Context: an optimization exercise on an open-source flow, tuned for small area. The choices shown serve that exercise and are no tape-out recipe. Where RTL was checked, it was by simulation tests only, not by an equivalence proof against the original. No activity file was given, so power comes from the tool's default toggle rates.

==> inputs of 07-02 <==
==> flow/design.v (excerpt) <==
module lx_bus_interface
(
  input  logic                  clock,
  input  logic                  reset,
  input  logic                  req_ready,
  input  lx_bus_pkg::msg_t                  bus_msg_in,
  input  logic [lx_bus_pkg::ADDR_WIDTH-1:0] bus_address_in,
  input  lx_bus_pkg::beat_t                 bus_data_in,
  output lx_bus_pkg::msg_t                  bus_msg_out,
  output logic [lx_bus_pkg::ADDR_WIDTH-1:0] bus_address_out,
  output lx_bus_pkg::beat_t                 bus_data_out,
  input  lx_bus_pkg::msg_t                  cache_msg_in,
  input  lx_bus_pkg::line_t                 cache_data_in,
  output lx_bus_pkg::msg_t                  cache_msg_out,
  output logic [lx_bus_pkg::ADDR_WIDTH-1:0] cache_address_out,
  output lx_bus_pkg::line_t                 cache_data_out
);
==> module lx_bus_interface, before the edit <==
module lx_bus_interface
(
  input  logic                  clock,
  input  logic                  reset,
  input  logic                  req_ready,
  input  lx_bus_pkg::msg_t                  bus_msg_in,
  input  logic [lx_bus_pkg::ADDR_WIDTH-1:0] bus_address_in,
  input  lx_bus_pkg::beat_t                 bus_data_in,
  output lx_bus_pkg::msg_t                  bus_msg_out,
  output logic [lx_bus_pkg::ADDR_WIDTH-1:0] bus_address_out,
  output lx_bus_pkg::beat_t                 bus_data_out,
  input  lx_bus_pkg::msg_t                  cache_msg_in,
  input  lx_bus_pkg::line_t                 cache_data_in,
  output lx_bus_pkg::msg_t                  cache_msg_out,
  output logic [lx_bus_pkg::ADDR_WIDTH-1:0] cache_address_out,
  output lx_bus_pkg::line_t                 cache_data_out
);
  logic idle, rl, crd, crf, sb, wc1, wcr, r0, r1, wl, cwr, wcw;
  logic rfo;      
  logic resp_s;   
  logic [3:0] bmsg, cmsg;
  logic read_request, write_request, accept_rd, accept_wr;
  logic read_done, write_done, bus_idle;
  assign bmsg = bus_msg_in;
  assign cmsg = cache_msg_in;
  assign read_request  = (bmsg == 4'd1) || (bmsg == 4'd6);
  assign write_request = (bmsg == 4'd2);
  assign accept_rd     = idle && req_ready && read_request;
  assign accept_wr     = idle && req_ready && write_request;
  assign read_done     = (cmsg == 4'd10) || (cmsg == 4'd11);
  assign write_done    = (cmsg == 4'd10);
  assign bus_idle      = (bmsg == 4'd0);
  always_ff @(posedge clock) begin
    if (reset) begin
      idle <= 1'b1;
      rl   <= 1'b0;
      crd  <= 1'b0;
      crf  <= 1'b0;
      sb   <= 1'b0;
      wc1  <= 1'b0;
      wcr  <= 1'b0;
      r0   <= 1'b0;
      r1   <= 1'b0;
      wl   <= 1'b0;
      cwr  <= 1'b0;
      wcw  <= 1'b0;
    end else begin
      idle <= (idle && !accept_rd && !accept_wr) || ((wc1 || wcr || wcw) && bus_idle);
      rl   <= accept_rd || (rl && !read_done);
      crd  <= rl && !read_done && !rfo;
      crf  <= rl && !read_done && rfo;
      sb   <= rl && read_done;
      wc1  <= sb;
      wcr  <= (wc1 || wcr) && !bus_idle;
      r0   <= accept_wr;
      r1   <= r0;
      wl   <= r1 || (wl && !write_done);
      cwr  <= wl && !write_done;
      wcw  <= (wl && write_done) || (wcw && !bus_idle);
    end
  end
  always_ff @(posedge clock) begin
    if (idle) rfo <= (bmsg == 4'd6);
    if (rl)   resp_s <= cmsg[0];
  end
  logic [31:0] addr_n, addr;
  assign addr = ~addr_n;
  always_ff @(posedge clock) begin
    addr_n <= ~((idle ? bus_address_in : addr));
  end
  logic [63:0] lo_n, hi_n, lo, hi;
  logic [63:0] cin_lo, cin_hi;
  assign lo = ~lo_n;
  assign hi = ~hi_n;
  assign cin_lo = cache_data_in[63:0];
  assign cin_hi = cache_data_in[127:64];
  logic ld_lo, ld_hi;
  assign ld_lo = rl || r0;
  assign ld_hi = rl || r1;
  always_ff @(posedge clock) begin
    lo_n <= ~((lo | {64{ld_lo}}) & (cin_lo | {64{!rl}}) & (bus_data_in | {64{!r0}}));
    hi_n <= ~((hi | {64{ld_hi}}) & (cin_hi | {64{!rl}}) & (bus_data_in | {64{!r1}}));
  end
  logic bshow, cshow;
  assign bshow = sb || wc1 || wcw;
  assign cshow = crd || crf || cwr;
  assign bus_msg_out       = lx_bus_pkg::msg_t'({bshow, 1'b0, bshow, (sb || wc1) && resp_s});
  assign bus_address_out   = addr & {32{bshow}};
  assign bus_data_out      = (lo & {64{sb}}) | (hi & {64{wc1}});
  assign cache_msg_out     = lx_bus_pkg::msg_t'({1'b0, crf, crf || cwr, crd});
  assign cache_address_out = {addr[31:2] & {30{cshow}}, 2'b00};
  assign cache_data_out    = {hi & {64{cwr}}, lo & {64{cwr}}};
endmodule
Settings: LEC_CHECK=0, ABC_AREA=1, CAP_MARGIN=20, CORE_MARGIN=2, CORE_UTILIZATION=40, SLEW_MARGIN=20; clock period 4.0 ns.
run.sh (not shown) runs the stock make flow with config.mk's settings and CLKGATE_MAP_FILE= SYNTH_SCRIPT=/design/flow/synth_recipe.tcl, a recipe that flattens the netlist after the stock synthesis.
==> 09-01: changes against 07-02 <==
--- a/flow/design.v
+++ b/flow/design.v
@@ -49,7 +49,8 @@
   output lx_bus_pkg::line_t                 cache_data_out
 );
-  logic idle, rl, crd, crf, sb, wc1, wcr, r0, r1, wl, cwr, wcw;
+  logic idle, aw, rl, crd, crf, sb, wc1, r0, r1, wl, cwr, wcw;
+  logic wcr;
   logic rfo;      
-  logic resp_s;   
+  logic bm0;      
   logic [3:0] bmsg, cmsg;
   logic read_request, write_request, accept_rd, accept_wr;
@@ -64,7 +65,9 @@
   assign write_done    = (cmsg == 4'd10);
   assign bus_idle      = (bmsg == 4'd0);
+  assign wcr           = aw && !idle;
   always_ff @(posedge clock) begin
     if (reset) begin
       idle <= 1'b1;
+      aw   <= 1'b1;
       rl   <= 1'b0;
       crd  <= 1'b0;
@@ -72,5 +75,4 @@
       sb   <= 1'b0;
       wc1  <= 1'b0;
-      wcr  <= 1'b0;
       r0   <= 1'b0;
       r1   <= 1'b0;
@@ -78,6 +80,8 @@
       cwr  <= 1'b0;
       wcw  <= 1'b0;
+      bm0  <= 1'b0;
     end else begin
       idle <= (idle && !accept_rd && !accept_wr) || ((wc1 || wcr || wcw) && bus_idle);
+      aw   <= (idle && !accept_rd && !accept_wr) || wc1 || wcr || (wcw && bus_idle);
       rl   <= accept_rd || (rl && !read_done);
       crd  <= rl && !read_done && !rfo;
@@ -85,5 +89,4 @@
       sb   <= rl && read_done;
       wc1  <= sb;
-      wcr  <= (wc1 || wcr) && !bus_idle;
       r0   <= accept_wr;
       r1   <= r0;
@@ -91,14 +94,14 @@
       cwr  <= wl && !write_done;
       wcw  <= (wl && write_done) || (wcw && !bus_idle);
+      bm0  <= (rl && read_done && cmsg[0]) || (sb && bm0);
     end
   end
   always_ff @(posedge clock) begin
     if (idle) rfo <= (bmsg == 4'd6);
-    if (rl)   resp_s <= cmsg[0];
   end
   logic [31:0] addr_n, addr;
   assign addr = ~addr_n;
   always_ff @(posedge clock) begin
-    addr_n <= ~((idle ? bus_address_in : addr));
+    addr_n <= ~((bus_address_in & {32{aw}}) | (addr & {32{!idle}}));
   end
   logic [63:0] lo_n, hi_n, lo, hi;
@@ -118,5 +121,5 @@
   assign bshow = sb || wc1 || wcw;
   assign cshow = crd || crf || cwr;
-  assign bus_msg_out       = lx_bus_pkg::msg_t'({bshow, 1'b0, bshow, (sb || wc1) && resp_s});
+  assign bus_msg_out       = lx_bus_pkg::msg_t'({bshow, 1'b0, bshow, bm0});
   assign bus_address_out   = addr & {32{bshow}};
   assign bus_data_out      = (lo & {64{sb}}) | (hi & {64{wc1}});
==> flow/flow/run.sh (new file) <==
#!/bin/bash
# Standard ORFS layout with two changes that only affect how the layout is
# built: the port buffers are the smallest buffer (buf_1) instead of the
# tool's default choice, and clock tree synthesis uses clkbuf_8 buffers and
# inserts no dummy loads.
set -euo pipefail
export BUFFER_PORTS_ARGS="-buffer_cell sky130_fd_sc_hd__buf_1"
export CTS_ARGS="-sink_clustering_enable -repair_clock_nets -dont_use_dummy_load -buf_list sky130_fd_sc_hd__clkbuf_8"
bash standard.sh > standard_flow.log 2>&1
==> flow/standard.sh (new file) <==
#!/bin/bash
# synth_recipe.tcl (not shown) runs the flow's synth.tcl, then flattens the netlist and writes it again
# the make line also repeats each setting of config.mk as NAME=value (left out here)
make -C /OpenROAD-flow-scripts/flow DESIGN_CONFIG=/design/flow/config.mk WORK_HOME=/design/flow/orfs CLKGATE_MAP_FILE= SYNTH_SCRIPT=/design/flow/synth_recipe.tcl "${@:-finish}"
- CORE_AREA: unset -> 5 5 175 175
- CORE_MARGIN: 2 -> unset
- CORE_UTILIZATION: 40 -> unset
- DIE_AREA: unset -> 0 0 180 180
- PLACE_DENSITY: unset -> 0.92
removed: flow/run.sh
==> 05-27: changes against 07-02 <==
--- a/flow/design.v
+++ b/flow/design.v
@@ -49,7 +49,8 @@
   output lx_bus_pkg::line_t                 cache_data_out
 );
-  logic idle, rl, crd, crf, sb, wc1, wcr, r0, r1, wl, cwr, wcw;
+  logic idle, aw, rl, crd, crf, sb, wc1, r0, r1, wl, cwr, wcw;
+  logic wcr;
   logic rfo;      
-  logic resp_s;   
+  logic bm0;      
   logic [3:0] bmsg, cmsg;
   logic read_request, write_request, accept_rd, accept_wr;
@@ -64,7 +65,9 @@
   assign write_done    = (cmsg == 4'd10);
   assign bus_idle      = (bmsg == 4'd0);
+  assign wcr           = aw && !idle;
   always_ff @(posedge clock) begin
     if (reset) begin
       idle <= 1'b1;
+      aw   <= 1'b1;
       rl   <= 1'b0;
       crd  <= 1'b0;
@@ -72,5 +75,4 @@
       sb   <= 1'b0;
       wc1  <= 1'b0;
-      wcr  <= 1'b0;
       r0   <= 1'b0;
       r1   <= 1'b0;
@@ -78,6 +80,8 @@
       cwr  <= 1'b0;
       wcw  <= 1'b0;
+      bm0  <= 1'b0;
     end else begin
       idle <= (idle && !accept_rd && !accept_wr) || ((wc1 || wcr || wcw) && bus_idle);
+      aw   <= (idle && !accept_rd && !accept_wr) || wc1 || wcr || (wcw && bus_idle);
       rl   <= accept_rd || (rl && !read_done);
       crd  <= rl && !read_done && !rfo;
@@ -85,5 +89,4 @@
       sb   <= rl && read_done;
       wc1  <= sb;
-      wcr  <= (wc1 || wcr) && !bus_idle;
       r0   <= accept_wr;
       r1   <= r0;
@@ -91,14 +94,14 @@
       cwr  <= wl && !write_done;
       wcw  <= (wl && write_done) || (wcw && !bus_idle);
+      bm0  <= (rl && read_done && cmsg[0]) || (sb && bm0);
     end
   end
   always_ff @(posedge clock) begin
     if (idle) rfo <= (bmsg == 4'd6);
-    if (rl)   resp_s <= cmsg[0];
   end
   logic [31:0] addr_n, addr;
   assign addr = ~addr_n;
   always_ff @(posedge clock) begin
-    addr_n <= ~((idle ? bus_address_in : addr));
+    addr_n <= ~((bus_address_in & {32{aw}}) | (addr & {32{!idle}}));
   end
   logic [63:0] lo_n, hi_n, lo, hi;
@@ -118,5 +121,5 @@
   assign bshow = sb || wc1 || wcw;
   assign cshow = crd || crf || cwr;
-  assign bus_msg_out       = lx_bus_pkg::msg_t'({bshow, 1'b0, bshow, (sb || wc1) && resp_s});
+  assign bus_msg_out       = lx_bus_pkg::msg_t'({bshow, 1'b0, bshow, bm0});
   assign bus_address_out   = addr & {32{bshow}};
   assign bus_data_out      = (lo & {64{sb}}) | (hi & {64{wc1}});
==> flow/flow/run.sh (new file) <==
#!/bin/bash
# Standard ORFS layout, except that the port buffers that buffer_ports inserts
# are the smallest buffer (buf_1) instead of the tool's default choice.
set -euo pipefail
export BUFFER_PORTS_ARGS="-buffer_cell sky130_fd_sc_hd__buf_1"
bash standard.sh > standard_flow.log 2>&1
==> flow/standard.sh (new file) <==
#!/bin/bash
# synth_recipe.tcl (not shown) runs the flow's synth.tcl, then flattens the netlist and writes it again
# the make line also repeats each setting of config.mk as NAME=value (left out here)
make -C /OpenROAD-flow-scripts/flow DESIGN_CONFIG=/design/flow/config.mk WORK_HOME=/design/flow/orfs CLKGATE_MAP_FILE= SYNTH_SCRIPT=/design/flow/synth_recipe.tcl "${@:-finish}"
- CORE_AREA: unset -> 5 5 175 175
- CORE_MARGIN: 2 -> unset
- CORE_UTILIZATION: 40 -> unset
- DIE_AREA: unset -> 0 0 180 180
removed: flow/run.sh
==> comparison table <==
                                                                      09-01                              07-02                    05-27
Result of the run                                   complete, no violations          aborted with a tool error  complete, no violations
Stage where the flow stopped                                              -  I/O pin placement (3_2_place_iop)                        -
TritonCTS clock tree                                                    yes                                  -                      yes
Unrepaired setup endpoints after global routing                          no                                  -                       no
Mean routed wirelength per cell                                18.5 microns                                  -             18.5 microns
Switching power of the nets                                       0.00147 W                                  -                0.00167 W
Global-route met2 utilization                                         31.2%                                  -                    31.3%
DRT antenna net count                                                     0                                  -                        0
Count of flip-flops and latches                                         174                                  -                      174
Die width                                                       180 microns                        139 microns              180 microns
Most common cell after layout, fill and taps aside                    buf_1                                  -                    buf_1
Final instance count without filler cells                             1,726                                  -                    1,741
Fraction of power consumed by combinational cells                     17.8%                                  -                    14.5%
Area after detailed placement                                 0.00925 sq mm                                  -            0.00928 sq mm
Register area                                                 0.00349 sq mm                                  -            0.00349 sq mm
Reg-to-reg startpoint                                                    rl                                  -                       rl
Cell chosen for the clock root                                     clkbuf_8                                  -                clkbuf_16
Post-Syn Area                                                 0.00724 sq mm                      0.00732 sq mm            0.00724 sq mm
Fraction of cell area in non-clock buffers                            20.8%                                  -                    20.0%
Top Layer Used                                                         met4                                  -                     met4
For 07-02, only the layout was checked, not whether the RTL still works.

[re-timing with driven ports]
In the flow no input, the clock included, has a driving cell. The finished layouts below were timed again as built, in two steps. Step 1, drivers: a clkbuf_16 drives clock and a buf_2 each remaining input, both assumed. Step 2, shift: input delay + t, output delay - t, t = (earliest + latest rising clock arrival at the registers) / 2. This alone moves slack from input paths to output paths. a / b / c = ideal / step 1 / step 2; a / b = the first two.
| run | t, ns | setup slack, ns | worst register clock-pin slew, ns | cell pins on the clock port's net |
|---|---|---|---|---|
| 09-01 | 0.476 | 1.186 / 1.150 / 1.626 | 0.11 / 0.11 | 1 |
| 05-27 | 0.461 | 1.020 / 0.974 / 1.435 | 0.08 / 0.08 | 1 |
After both steps setup and hold are still met in every run listed.
